This design comes from an exercise in tuning for small area on the open sky130 flow, not from production work. Only simulation tests tie the RTL to the original design; equivalence was not proved. No activity file was given, so power comes from the tool's default toggle rates.

**flow/design.v**
```verilog
module pdm_xcorr_lag_scan #(
  parameter int MAX_LENGTH   = 256,
  parameter int MAX_LAG      = 4,
  parameter int RESULT_EVERY = 64,
  localparam int CW          = $clog2(MAX_LENGTH + 1),
  localparam int LAGW        = $clog2(MAX_LAG + 1) + 1
) (
  input  logic                   clk,
  input  logic                   rst,
  input  logic                   in_valid,
  input  logic                   data_1,
  input  logic                   data_2,
  input  logic [CW-1:0]          length,
  output logic                   primed,
  output logic                   out_valid,
  output logic signed [LAGW-1:0] best_lag,
  output logic [CW-1:0]          best_corr,
  output logic                   overrun
);
  localparam int NUM_LAGS = 2 * MAX_LAG + 1;
  localparam int DEPTH    = MAX_LENGTH + 2 * MAX_LAG;
  localparam int IW       = $clog2(DEPTH);
  localparam int FW       = $clog2(DEPTH + 1);
  localparam int DW       = (RESULT_EVERY > 1) ? $clog2(RESULT_EVERY) : 1;
  localparam int XW       = $clog2(NUM_LAGS);
  typedef enum logic [1:0] {S_IDLE, S_SCAN, S_DONE} state_t;
  logic [CW-1:0] leff;
  logic [CW-1:0] length_q_reg;
  logic          soft_rst;
  logic          accept;
  logic          trigger;
  always_comb begin
    if (length < CW'(2))
      leff = CW'(2);
    else if (length > CW'(MAX_LENGTH))
      leff = CW'(MAX_LENGTH);
    else
      leff = length;
  end
  assign soft_rst = (leff != length_q_reg);
  assign accept   = in_valid && !soft_rst;
  logic [DEPTH-1:0] hist1_reg;
  logic [DEPTH-1:0] hist2_reg;
  logic [FW-1:0]    fill_reg;
  logic [FW-1:0]    fill_next;
  logic [FW-1:0]    fill_target;
  logic             primed_reg;
  logic [DW-1:0]    dec_reg;
  logic             dec_wrap;
  assign fill_target = FW'(length_q_reg) + FW'(2 * MAX_LAG);
  assign fill_next   = (fill_reg == fill_target) ? fill_reg : fill_reg + FW'(1);
  assign dec_wrap    = (dec_reg == DW'(RESULT_EVERY - 1));
  assign trigger     = accept && primed_reg && dec_wrap;
  always_ff @(posedge clk) begin
    if (rst || soft_rst) begin
      hist1_reg    <= '0;
      hist2_reg    <= '0;
      fill_reg     <= '0;
      primed_reg   <= 1'b0;
      dec_reg      <= '0;
      length_q_reg <= leff;
    end else if (accept) begin
      hist1_reg  <= {hist1_reg[DEPTH-2:0], data_1};
      hist2_reg  <= {hist2_reg[DEPTH-2:0], data_2};
      fill_reg   <= fill_next;
      primed_reg <= (fill_next == fill_target);
      if (primed_reg)
        dec_reg <= dec_wrap ? '0 : dec_reg + DW'(1);
    end
  end
  logic [CW-1:0] corr_next [NUM_LAGS];
  logic [IW-1:0] old1_idx;
  assign old1_idx = IW'(length_q_reg) + IW'(MAX_LAG - 1);
  generate
    for (genvar gi = 0; gi < NUM_LAGS; gi++) begin : g_lag
      localparam int A2 = 2 * MAX_LAG - gi;   
      logic          new_b;
      logic          m_new;
      logic          m_old;
      logic [IW-1:0] old2_idx;
      logic [CW-1:0] cnt_reg;
      if (A2 == 0) begin : g_age0
        assign new_b = data_2;
      end else begin : g_aged
        assign new_b = hist2_reg[A2-1];
      end
      assign old2_idx      = IW'(length_q_reg) + IW'(A2) - IW'(1);
      assign m_new         = hist1_reg[MAX_LAG-1] ^ new_b;
      assign m_old         = hist1_reg[old1_idx] ^ hist2_reg[old2_idx];
      assign corr_next[gi] = cnt_reg + CW'(m_new) - CW'(m_old);
      always_ff @(posedge clk) begin
        if (rst || soft_rst)
          cnt_reg <= '0;
        else if (accept)
          cnt_reg <= corr_next[gi];
      end
    end
  endgenerate
  state_t                 state_reg;
  state_t                 state_next;
  logic [CW-1:0]          snap_reg [NUM_LAGS];
  logic [XW-1:0]          idx_reg;
  logic [CW-1:0]          min_val_reg;
  logic [XW-1:0]          min_idx_reg;
  logic [CW-1:0]          cand;
  logic                   better;
  logic                   scan_last;
  logic [CW-1:0]          sel_val;
  logic [XW-1:0]          sel_idx;
  logic signed [LAGW-1:0] sel_lag;
  logic signed [LAGW-1:0] best_lag_reg;
  logic [CW-1:0]          best_corr_reg;
  logic                   overrun_reg;
  function automatic logic [XW-1:0] lag_mag(input logic [XW-1:0] i);
    lag_mag = (i >= XW'(MAX_LAG)) ? i - XW'(MAX_LAG) : XW'(MAX_LAG) - i;
  endfunction
  assign cand      = snap_reg[idx_reg];
  assign scan_last = (idx_reg == XW'(NUM_LAGS - 1));
  always_comb begin
    better = (idx_reg == '0) || (cand < min_val_reg);
    sel_val = better ? cand : min_val_reg;
    sel_idx = better ? idx_reg : min_idx_reg;
    sel_lag = LAGW'(int'(sel_idx) - MAX_LAG);
  end
  always_ff @(posedge clk) begin
    if (rst) begin
      for (int i = 0; i < NUM_LAGS; i++)
        snap_reg[i] <= '0;
    end else if (state_reg == S_IDLE && trigger) begin
      for (int i = 0; i < NUM_LAGS; i++)
        snap_reg[i] <= corr_next[i];
    end
  end
  always_ff @(posedge clk) begin
    if (rst) begin
      idx_reg       <= '0;
      min_val_reg   <= '0;
      min_idx_reg   <= '0;
      best_lag_reg  <= '0;
      best_corr_reg <= '0;
      overrun_reg   <= 1'b0;
    end else begin
      if (trigger && state_reg != S_IDLE)
        overrun_reg <= 1'b1;
      if (state_reg == S_SCAN) begin
        idx_reg     <= idx_reg + XW'(1);
        min_val_reg <= sel_val;
        min_idx_reg <= sel_idx;
      end else begin
        idx_reg <= '0;
      end
      if (state_reg == S_SCAN && state_next == S_DONE) begin
        best_lag_reg  <= sel_lag;
        best_corr_reg <= sel_val;
      end
    end
  end
  always_ff @(posedge clk) begin
    if (rst)
      state_reg <= S_IDLE;
    else
      state_reg <= state_next;
  end
  always_comb begin
    state_next = state_reg;
    if (soft_rst) begin
      state_next = S_IDLE;
    end else begin
      case (state_reg)
        S_IDLE:  if (trigger) state_next = S_SCAN;
        S_SCAN:  if (scan_last) state_next = S_DONE;
        S_DONE:  state_next = S_IDLE;
        default: state_next = S_IDLE;
      endcase
    end
  end
  always_comb begin
    out_valid = (state_reg == S_DONE);
  end
  assign primed    = primed_reg;
  assign overrun   = overrun_reg;
  assign best_lag  = best_lag_reg;
  assign best_corr = best_corr_reg;
endmodule
```
**flow/run.sh**
```bash
#!/bin/bash
# synth_recipe.tcl (not shown) runs the flow's synth.tcl, then flattens the netlist and writes it again
# the make line also repeats each setting of config.mk as NAME=value (left out here)
make -C /OpenROAD-flow-scripts/flow DESIGN_CONFIG=/design/flow/config.mk WORK_HOME=/design/flow/orfs CLKGATE_MAP_FILE= SYNTH_SCRIPT=/design/flow/synth_recipe.tcl finish
```
**flow/config.mk**
```make
export PLATFORM = sky130hd
export DESIGN_NAME = pdm_xcorr_lag_scan
export DESIGN_NICKNAME = pdm_xcorr_lag_scan
export VERILOG_FILES = /design/flow/design.v
export SDC_FILE = /design/flow/constraint.sdc
export NUM_CORES = 4
export LEC_CHECK = 0
export CAP_MARGIN = 20
export CORE_MARGIN = 2
export CORE_UTILIZATION = 40
export SLEW_MARGIN = 20
```
**flow/constraint.sdc**
```tcl
create_clock -name core_clock -period 10.0 [get_ports {clk}]
set_input_delay 2.0000 -clock core_clock [delete_from_list [all_inputs] [get_ports {clk}]]
set_output_delay 2.0000 -clock core_clock [all_outputs]
set_load 0.01 [all_outputs]
```
==> impl_metrics.ini <==
[timing]
rsz0062_at_grt = no
worstMarginPinSlew_ns = 1.20
final.period_utilization_pct = 75.0
holdWs_ns = 0.451
hold_viol = 0
skew_ns = 0.0268
fin_crit_ns = 7.50
setup_viol = 0
final.setup.tns_ns = 0
relSlewSlack_pct = 19.4
fmax_ghz = 0.133
drv_slew = 0

[floorplanning]
io_pins = 30
initial_core_util_pct = 40.2
core_area_um2 = 118000
rows = 126
die_x_um = 348
dieArea_um2 = 121000
fp.dieH_um = 348

[critical_path]
required_ns = 10.58
crit_fanout = 83
setup.worst_path.start_class = flip-flop
r2r_end = snap_reg[6][8]
r2r-start = length_q_reg[1]
reg2reg_depth = 26
crit_path_end_kind = flip-flop
crit_top_cell = a21oi_1
critical_path.max_stage_delay_ns = 1.09
path_class = reg -> reg
r2r_slack_ns = 2.50
crit_path_top_delay_cell = ha_4
cp.arrival_ns = 8.08

[grt]
antenna_found_initial = 1
grtUsageTotal_pct = 21.7
overflow = 0
grt_max_degree = 231
grt_pass1_vias = 34700
grt_pass1_wl_um = 209000

[synthesis]
yosysMostFrequentCell = nor2_1
seq_area_frac_synth_pct = 31.8
synth_top_family_by_area = multiplexers
synth_seq_cells = 748
synthFlopType = dfxtp_1
yosysUniqueCellTypes = 87
synth_mux_area_share_pct = 37.1
netlist_instances = 4674
synth_xor_area_share_pct = 3.38
netlist_top_cells_count = nor2_1 (749), dfxtp_1 (739), mux2i_1 (708)
synth.area.top_cells = dfxtp_1 (31%), mux4_2 (22%), mux2i_1 (15%)
synth-simple-area-share_pct = 12.4
synth_edf_count = 9
synth.top_cell.area_share_pct = 31.2
yosys.area.top_type = dfxtp_1
synth_compound_gate_area_share_pct = 7.30
yosysWarnings = 3
avgSynthCellArea_um2 = 10.1
syn_area_um2 = 47400
async_flop_share_pct = 0
syn-num-nets = 4808
synth_fa_ha_area_share_pct = 3.31

[placement]
dp_hpwl_um = 90900
port_buffers = 29
placed_area_um2 = 48800
routabilityCongestion = 0.962

[detailed_routing]
drcViolationCount = 0
wl_per_cell_um = 21.8
ant_nets = 0
vias_per_cell = 6.00
drtIter0Drc = 3837
dr_total_vias = 36600
wl_um = 133000
first_pass_iters = 6

[cells_and_area]
syn2layout_area_growth_pct = 9.16
n_antenna_cell = 0
drive_gt1_share_pct = 16.1
final_cell_area_um2 = 51700
final_core_util_pct = 43.9
final_nets = 4631

[clock_tree]
cts_setup_buffers = 0
clk_pin_slew_ns = 0.06
cts-resized-gates = 0
cts_max_level = 3
cts_tree = built
clockBufferDepth = 3
clk-insertion-delay-late_ns = 0.66
numCtsBuffers = 82
root_buffer = clkbuf_16
cts_sinks = 748
hold_buffers = 0

[pwr]
power_density_nw_per_um2 = 141
p_leak_nw = 18.2
max-vdd-ir-drop_mv = 0.112

[job]
max-cap-violations = 0

[min_path]
hold_depth = 2
hold_class = reg -> reg
whs_endpoint = snap_reg[5][5]
worstHoldStart = snap_reg[5][5]

[run_status]
status = finished clean
[cell usage in the layout, fill, tap and decap left out, types with 9 or more instances in the layout]
cell             Yosys  layout
clkbuf_16            0      87
a221oi_1            12      11
edfxtp_1             9       9
dfxtp_1            739     739
nand3_1             89      89
nand2b_1             9       9
clkbuf_1           186       9
clkinv_2             0      15
nor2b_1             34      34
a311oi_1            12      12
nor2_1             749     748
xnor2_2              0      11
nand2_1            406     406
ha_1               111     109
mux4_2             459     459
xnor2_1            124     110
clkbuf_8             0      19
mux2_2              12      12
nor3_1              25      25
buf_4               26      67
clkdlybuf4s50_1      0      27
fa_1                 9       9
nand4_1             26      26
mux2i_1            708     708
a21oi_1            182     182
o21bai_1            31      31
a222oi_1            10      10
and3_1              16      16
inv_1              143     143
xor2_1              51      48
a31oi_1             25      25
buf_12               0      10
o21ai_0             50      50
a22oi_1             47      47
o22ai_1             18      18
a211oi_1            45      45
a21o_1              15      15
[cells by family (layout without fill, tap and decap cells)]
family	after synthesis	count (layout)
simple gates	1408	1408
mux	1179	1179
flops	748	748
compound gates	524	524
buf+inv	517	408
xor+xnor	178	178
fa+ha+maj	120	120
[routing by layer]
layer,share of wire [%],track usage [%]
met5,0.0083,0
met1,42,29.5
met4,4.5,9.23
met2,45,33.6
met3,8.4,4.16
[worst max-delay path, delay by kind of cell, from the launching register on]
kind | cells | cell delay (ns)
AO/OA/AOI/OAI | 10 | 1.97
adder cells (fa/ha/maj) | 4 | 1.94
buffers and inverters | 4 | 1.16
multiplexers | 2 | 1.15
XOR/XNOR | 2 | 0.43
AND/OR/NAND/NOR | 4 | 0.35
flip-flops | 1 | 0.35
[final cells by class]
class                           instances  area (µm²)
Tap cell                             1536        1920
Timing Repair Buffer                  105         988
Sequential cell                       748       15100
Clock inverter                         37         462
Fill cell                           11100       66000
Inverter                              151         567
Clock buffer                          115        2470
Multi-Input combinational cell       3409       30300
[power by group]
group	internal, W	leakage [nW]	switching [W]
clock network	0.00194	1.45	0.00129
logic	0.000402	10.7	0.000662
registers	0.00299	6.05	0.00000410
[how the worst max path moves through the flow]
stage                         start                  end  slack [ns]  cells after the start
finish              length_q_reg[1]       snap_reg[6][8]        2.50                     26
global route        length_q_reg[1]  g_lag[6].cnt_reg[8]        2.01                     26
CTS                 length_q_reg[0]       snap_reg[3][8]        2.52                     26
detailed placement  length_q_reg[0]       snap_reg[3][8]        2.60                     26
global placement    length_q_reg[1]  g_lag[5].cnt_reg[8]        2.46                     26
floorplan           length_q_reg[1]       snap_reg[4][8]        3.28                     32
[metrics by stage]
stage / std cells / power (W) / worst slack [ns]
finish: 6101 / 0.00729 / 2.50
floorplan: 4674 / 0.00384 / 3.28
CTS: 6100 / 0.00736 / 2.52
global placement: 5948 / 0.00410 / 2.46
global route: 6101 / 0.00755 / 2.01
detailed placement: 5948 / 0.00410 / 2.60

==> what the ideal ports hide <==
How much do the figures lean on ideal ports? The routed layout below was timed once more, with nothing changed but the port constraints.
Step 1 assumes that a clkbuf_16 drives the clock port and a buf_2 every other input.
Step 2, shift: input delay + t, output delay - t, t = (earliest + latest rising clock arrival at the registers) / 2. This alone moves slack from input paths to output paths.
Slacks: no drivers / after step 1 / after step 2; pairs: no drivers / after step 1.
t (ns): 0.728
setup slack, ns: 2.500 / 2.500 / 2.500
hold slack, ns: 0.451 / 0.451 / 0.451
slew at the worst register clock pin (ns): 0.07 / 0.07
worst slew at a driven data input, ns: 0.05
After both steps setup and hold are still met in this run. The setup slack of this run moves by 0.000 ns with the drivers and by 0.000 ns with both steps.
